Source: an optimization exercise on an open RTL-to-GDS flow (aim: small area, a short achievable clock period and few clock cycles). Production flows keep margins and buffers that such runs may drop. Where RTL was checked, it was by simulation tests only, not by an equivalence proof against the original.

Setup of the baseline:
==> module lf_nand3, before the edit <==
module lf_nand3 (input logic a, b, c, output logic y);
  assign y = !(a && b && c);
endmodule
==> module lf_nor3, before the edit <==
module lf_nor3 (input logic a, b, c, output logic y);
  assign y = !(a || b || c);
endmodule
==> module lf_o31ai, before the edit <==
module lf_o31ai (input logic a1, a2, a3, b1, output logic y);
  assign y = !((a1 || a2 || a3) && b1);
endmodule
==> module lf_o211ai, before the edit <==
module lf_o211ai (input logic a1, a2, b1, c1, output logic y);
  assign y = !((a1 || a2) && b1 && c1);
endmodule
==> module lf_next, before the edit <==
module lf_next (
  input  logic body,
  input  logic b,
  input  logic at_start,
  input  logic tvalid,
  input  logic tready,
  input  logic tlast,
  input  logic hi_n,
  input  logic lo_n,
  input  logic d7,
  output logic body_d,
  output logic b_d
);
  logic rv;
  logic esc;
  assign rv  = tready && tvalid;
  assign esc = !(hi_n || lo_n || d7);
  assign body_d = (at_start && rv) || (body && !(rv && tlast && !esc));
  assign b_d    = body ? (b ? !(rv && esc) : rv) : (b ? !tready : rv);
endmodule
==> module link_framer_top, before the edit <==
module link_framer_top (
  input  logic       aclk,
  input  logic       aresetn,
  input  logic       in_tvalid,
  output logic       in_tready,
  input  logic [7:0] in_tdata,
  input  logic       in_tlast,
  output logic       out_tvalid,
  input  logic       out_tready,
  output logic [7:0] out_tdata,
  output logic       out_tlast
);
  logic body;
  logic b;
  logic body_d;
  logic b_d;
  logic fresh;
  logic at_stop;
  logic at_start;
  lf_and2   u_fresh (.a(body), .b(b), .y(fresh));
  lf_nor2b  u_stop  (.a(body), .bn(b), .y(at_stop));
  lf_nor2   u_start (.a(body), .b(b), .y(at_start));
  logic hi_n;      
  logic esc1_n;    
  logic esc0_n;    
  logic lo_n;      
  logic keep1_n;   
  logic keep0_n;   
  logic esc;       
  logic go_n;      
  lf_nand4  u_hi    (.a(in_tdata[6]), .b(in_tdata[5]), .c(in_tdata[4]), .d(in_tdata[3]), .y(hi_n));
  lf_nand3  u_esc1  (.a(in_tdata[2]), .b(in_tdata[0]), .c(fresh), .y(esc1_n));
  lf_nand3  u_esc0  (.a(in_tdata[2]), .b(in_tdata[1]), .c(fresh), .y(esc0_n));
  lf_o211ai u_lo    (.a1(in_tdata[1]), .a2(in_tdata[0]), .b1(in_tdata[2]), .c1(fresh), .y(lo_n));
  lf_a21oi  u_keep1 (.a1(body), .a2(in_tdata[1]), .b1(at_stop), .y(keep1_n));
  lf_a21oi  u_keep0 (.a1(body), .a2(in_tdata[0]), .b1(at_start), .y(keep0_n));
  lf_o31ai  u_out1  (.a1(hi_n), .a2(in_tdata[7]), .a3(esc1_n), .b1(keep1_n), .y(out_tdata[1]));
  lf_o31ai  u_out0  (.a1(hi_n), .a2(in_tdata[7]), .a3(esc0_n), .b1(keep0_n), .y(out_tdata[0]));
  lf_nor3   u_esc   (.a(hi_n), .b(lo_n), .c(in_tdata[7]), .y(esc));
  lf_nand2  u_go    (.a(out_tready), .b(body), .y(go_n));
  lf_nor2   u_rdy   (.a(go_n), .b(esc), .y(in_tready));
  lf_and2   u_out7  (.a(body), .b(in_tdata[7]), .y(out_tdata[7]));
  for (genvar k = 2; k < 7; k++) begin : g_hi
    lf_or2b u_outk  (.a(in_tdata[k]), .bn(body), .y(out_tdata[k]));
  end
  lf_or2    u_valid (.a(in_tvalid), .b(at_stop), .y(out_tvalid));
  assign out_tlast = at_stop;
  lf_next u_next (
    .body     (body),
    .b        (b),
    .at_start (at_start),
    .tvalid   (in_tvalid),
    .tready   (out_tready),
    .tlast    (in_tlast),
    .hi_n     (hi_n),
    .lo_n     (lo_n),
    .d7       (in_tdata[7]),
    .body_d   (body_d),
    .b_d      (b_d)
  );
  always_ff @(posedge aclk or negedge aresetn) begin
    if (!aresetn) begin
      body <= 1'b0;
      b    <= 1'b0;
    end else begin
      body <= body_d;
      b    <= b_d;
    end
  end
endmodule
Settings: LEC_CHECK=0, CAP_MARGIN=20, CORE_AREA=3 3 61 61, CTS_BUF_LIST=sky130_fd_sc_hd__clkbuf_1, DIE_AREA=0 0 64 64, SLEW_MARGIN=20, SYNTH_HIERARCHICAL=1, SYNTH_MINIMUM_KEEP_SIZE=0; clock period 4.5 ns.
standard.sh (not shown) runs the stock make flow with config.mk's settings and CLKGATE_MAP_FILE= SYNTH_SCRIPT=/design/flow/synth_recipe.tcl, a recipe that flattens the netlist after the stock synthesis.
==> flow/flow/run.sh <==
#!/bin/bash
# The standard layout (the standard.sh) with extra ORFS settings:
# BUFFER_PORTS_ARGS="-buffer_cell sky130_fd_sc_hd__buf_1" ABC_LOAD_IN_FF=3
# make's full output goes to standard.log; each ORFS step keeps its own log under orfs/logs.
set -euo pipefail
bash standard.sh BUFFER_PORTS_ARGS="-buffer_cell sky130_fd_sc_hd__buf_1" ABC_LOAD_IN_FF=3 finish > standard.log 2>&1
Changes in the candidate relative to the baseline:
-- flow/design.v --
<<< the baseline, line 33
  assign y = !(!an && b && c && d);
endmodule
module lf_nand3 (input logic a, b, c, output logic y);
  assign y = !(a && b && c);
endmodule
module lf_nor3 (input logic a, b, c, output logic y);
  assign y = !(a || b || c);
endmodule
module lf_o31ai (input logic a1, a2, a3, b1, output logic y);
  assign y = !((a1 || a2 || a3) && b1);
endmodule
module lf_o211ai (input logic a1, a2, b1, c1, output logic y);
  assign y = !((a1 || a2) && b1 && c1);
endmodule
module lf_a21oi (input logic a1, a2, b1, output logic y);
  assign y = !((a1 && a2) || b1);
>>> the candidate, line 33
  assign y = !(!an && b && c && d);
endmodule
module lf_a21oi (input logic a1, a2, b1, output logic y);
  assign y = !((a1 && a2) || b1);
<<< the baseline, line 59
  input  logic tlast,
  input  logic hi_n,
  input  logic lo_n,
  input  logic d7,
  output logic body_d,
  output logic b_d
>>> the candidate, line 47
  input  logic tlast,
  input  logic hi_n,
  input  logic esc1_n,
  input  logic esc0_n,
  output logic body_d,
  output logic b_d
<<< the baseline, line 67
  logic esc;
  assign rv  = tready && tvalid;
  assign esc = !(hi_n || lo_n || d7);
  assign body_d = (at_start && rv) || (body && !(rv && tlast && !esc));
  assign b_d    = body ? (b ? !(rv && esc) : rv) : (b ? !tready : rv);
>>> the candidate, line 55
  logic esc;
  assign rv  = tready && tvalid;
  assign esc = !((esc1_n && esc0_n) || hi_n);
  assign body_d = (at_start && rv) || (body && !(rv && tlast && !esc));
  assign b_d    = body ? (b ? !(rv && esc) : rv) : (b ? !tready : rv);
<<< the baseline, line 96
  logic esc1_n;    
  logic esc0_n;    
  logic lo_n;      
  logic keep1_n;   
  logic keep0_n;   
>>> the candidate, line 84
  logic esc1_n;    
  logic esc0_n;    
  logic keep1_n;   
  logic keep0_n;   
<<< the baseline, line 102
  logic go_n;      
  lf_nand4  u_hi    (.a(in_tdata[6]), .b(in_tdata[5]), .c(in_tdata[4]), .d(in_tdata[3]), .y(hi_n));
  lf_nand3  u_esc1  (.a(in_tdata[2]), .b(in_tdata[0]), .c(fresh), .y(esc1_n));
  lf_nand3  u_esc0  (.a(in_tdata[2]), .b(in_tdata[1]), .c(fresh), .y(esc0_n));
  lf_o211ai u_lo    (.a1(in_tdata[1]), .a2(in_tdata[0]), .b1(in_tdata[2]), .c1(fresh), .y(lo_n));
  lf_a21oi  u_keep1 (.a1(body), .a2(in_tdata[1]), .b1(at_stop), .y(keep1_n));
  lf_a21oi  u_keep0 (.a1(body), .a2(in_tdata[0]), .b1(at_start), .y(keep0_n));
  lf_o31ai  u_out1  (.a1(hi_n), .a2(in_tdata[7]), .a3(esc1_n), .b1(keep1_n), .y(out_tdata[1]));
  lf_o31ai  u_out0  (.a1(hi_n), .a2(in_tdata[7]), .a3(esc0_n), .b1(keep0_n), .y(out_tdata[0]));
  lf_nor3   u_esc   (.a(hi_n), .b(lo_n), .c(in_tdata[7]), .y(esc));
  lf_nand2  u_go    (.a(out_tready), .b(body), .y(go_n));
  lf_nor2   u_rdy   (.a(go_n), .b(esc), .y(in_tready));
>>> the candidate, line 89
  logic go_n;      
  lf_nand4  u_hi    (.a(in_tdata[6]), .b(in_tdata[5]), .c(in_tdata[4]), .d(in_tdata[3]), .y(hi_n));
  lf_nand4b u_esc1  (.an(in_tdata[7]), .b(in_tdata[2]), .c(in_tdata[0]), .d(fresh), .y(esc1_n));
  lf_nand4b u_esc0  (.an(in_tdata[7]), .b(in_tdata[2]), .c(in_tdata[1]), .d(fresh), .y(esc0_n));
  lf_a21oi  u_keep1 (.a1(body), .a2(in_tdata[1]), .b1(at_stop), .y(keep1_n));
  lf_a21oi  u_keep0 (.a1(body), .a2(in_tdata[0]), .b1(at_start), .y(keep0_n));
  lf_o21ai  u_out1  (.a1(hi_n), .a2(esc1_n), .b1(keep1_n), .y(out_tdata[1]));
  lf_o21ai  u_out0  (.a1(hi_n), .a2(esc0_n), .b1(keep0_n), .y(out_tdata[0]));
  lf_a21oi  u_esc   (.a1(esc1_n), .a2(esc0_n), .b1(hi_n), .y(esc));
  lf_nand2  u_go    (.a(out_tready), .b(body), .y(go_n));
  lf_nor2   u_rdy   (.a(go_n), .b(esc), .y(in_tready));
<<< the baseline, line 126
    .tlast    (in_tlast),
    .hi_n     (hi_n),
    .lo_n     (lo_n),
    .d7       (in_tdata[7]),
    .body_d   (body_d),
    .b_d      (b_d)
>>> the candidate, line 112
    .tlast    (in_tlast),
    .hi_n     (hi_n),
    .esc1_n   (esc1_n),
    .esc0_n   (esc0_n),
    .body_d   (body_d),
    .b_d      (b_d)
Results
Taking the baseline as the reference, in the candidate length of routed met3 wiring saw an increase; first-pass GRT wire length now sits higher. NOTE: placer congestion estimate in the candidate exceeds that of the baseline. Higher summed instance area of the synthesized netlist among the candidate and the baseline: the baseline. Fraction of the mapped netlist area in compound gates (higher): the candidate. Against the baseline as the reference, the candidate delivers a lower biggest fanout along the worst timing path. ~same starting density of the core in the candidate and the baseline. Changes observed in the candidate relative to the baseline: count of fill cells added during filler insertion -4, multi-input gate share of total cell area shrank by 0.58 points, total number of vias went down 3.1%. Setup WNS the baseline -> the candidate: better. Worst-margin pin slew, the candidate and the baseline, lower one = the baseline. Total number of cells along the worst setup path: the candidate higher than the baseline. Post-layout instance area (the candidate over the baseline): decrease, 3.8 um2.
Testbench counts of the candidate, summed over its fixed seeds: cycles 80,218.
Only the layout flow was run in the baseline; the RTL was not checked for function there.

==> separate check: timing with driven ports <==
In the flow no input, the clock included, has a driving cell. The finished layouts below were timed again as built, in two steps. Step 1 sets driving cells, clkbuf_16 on the clock port and buf_2 on the other inputs (assumed; they add their load-dependent delay and slew). Step 2, shift: input delay + t, output delay - t, t = (earliest + latest rising clock arrival at the registers) / 2. This alone moves slack from input paths to output paths. Slacks: ideal ports / drivers / drivers and shift; pairs: ideal ports / drivers.
run	shift t [ns]	setup WS [ns]	worst setup path after step 2	worst register clock-pin slew, ns	pins driven straight from the clock port
the baseline	0.214	1.977 / 1.953 / 1.953	input to output	0.05 / 0.05	1
the candidate	0.226	2.033 / 2.008 / 2.008	input to output	0.06 / 0.06	1
After both steps setup and hold are still met in every run listed. The setup slack of the candidate, which loses most, moves by -0.025 ns with the drivers and by -0.025 ns with both steps.
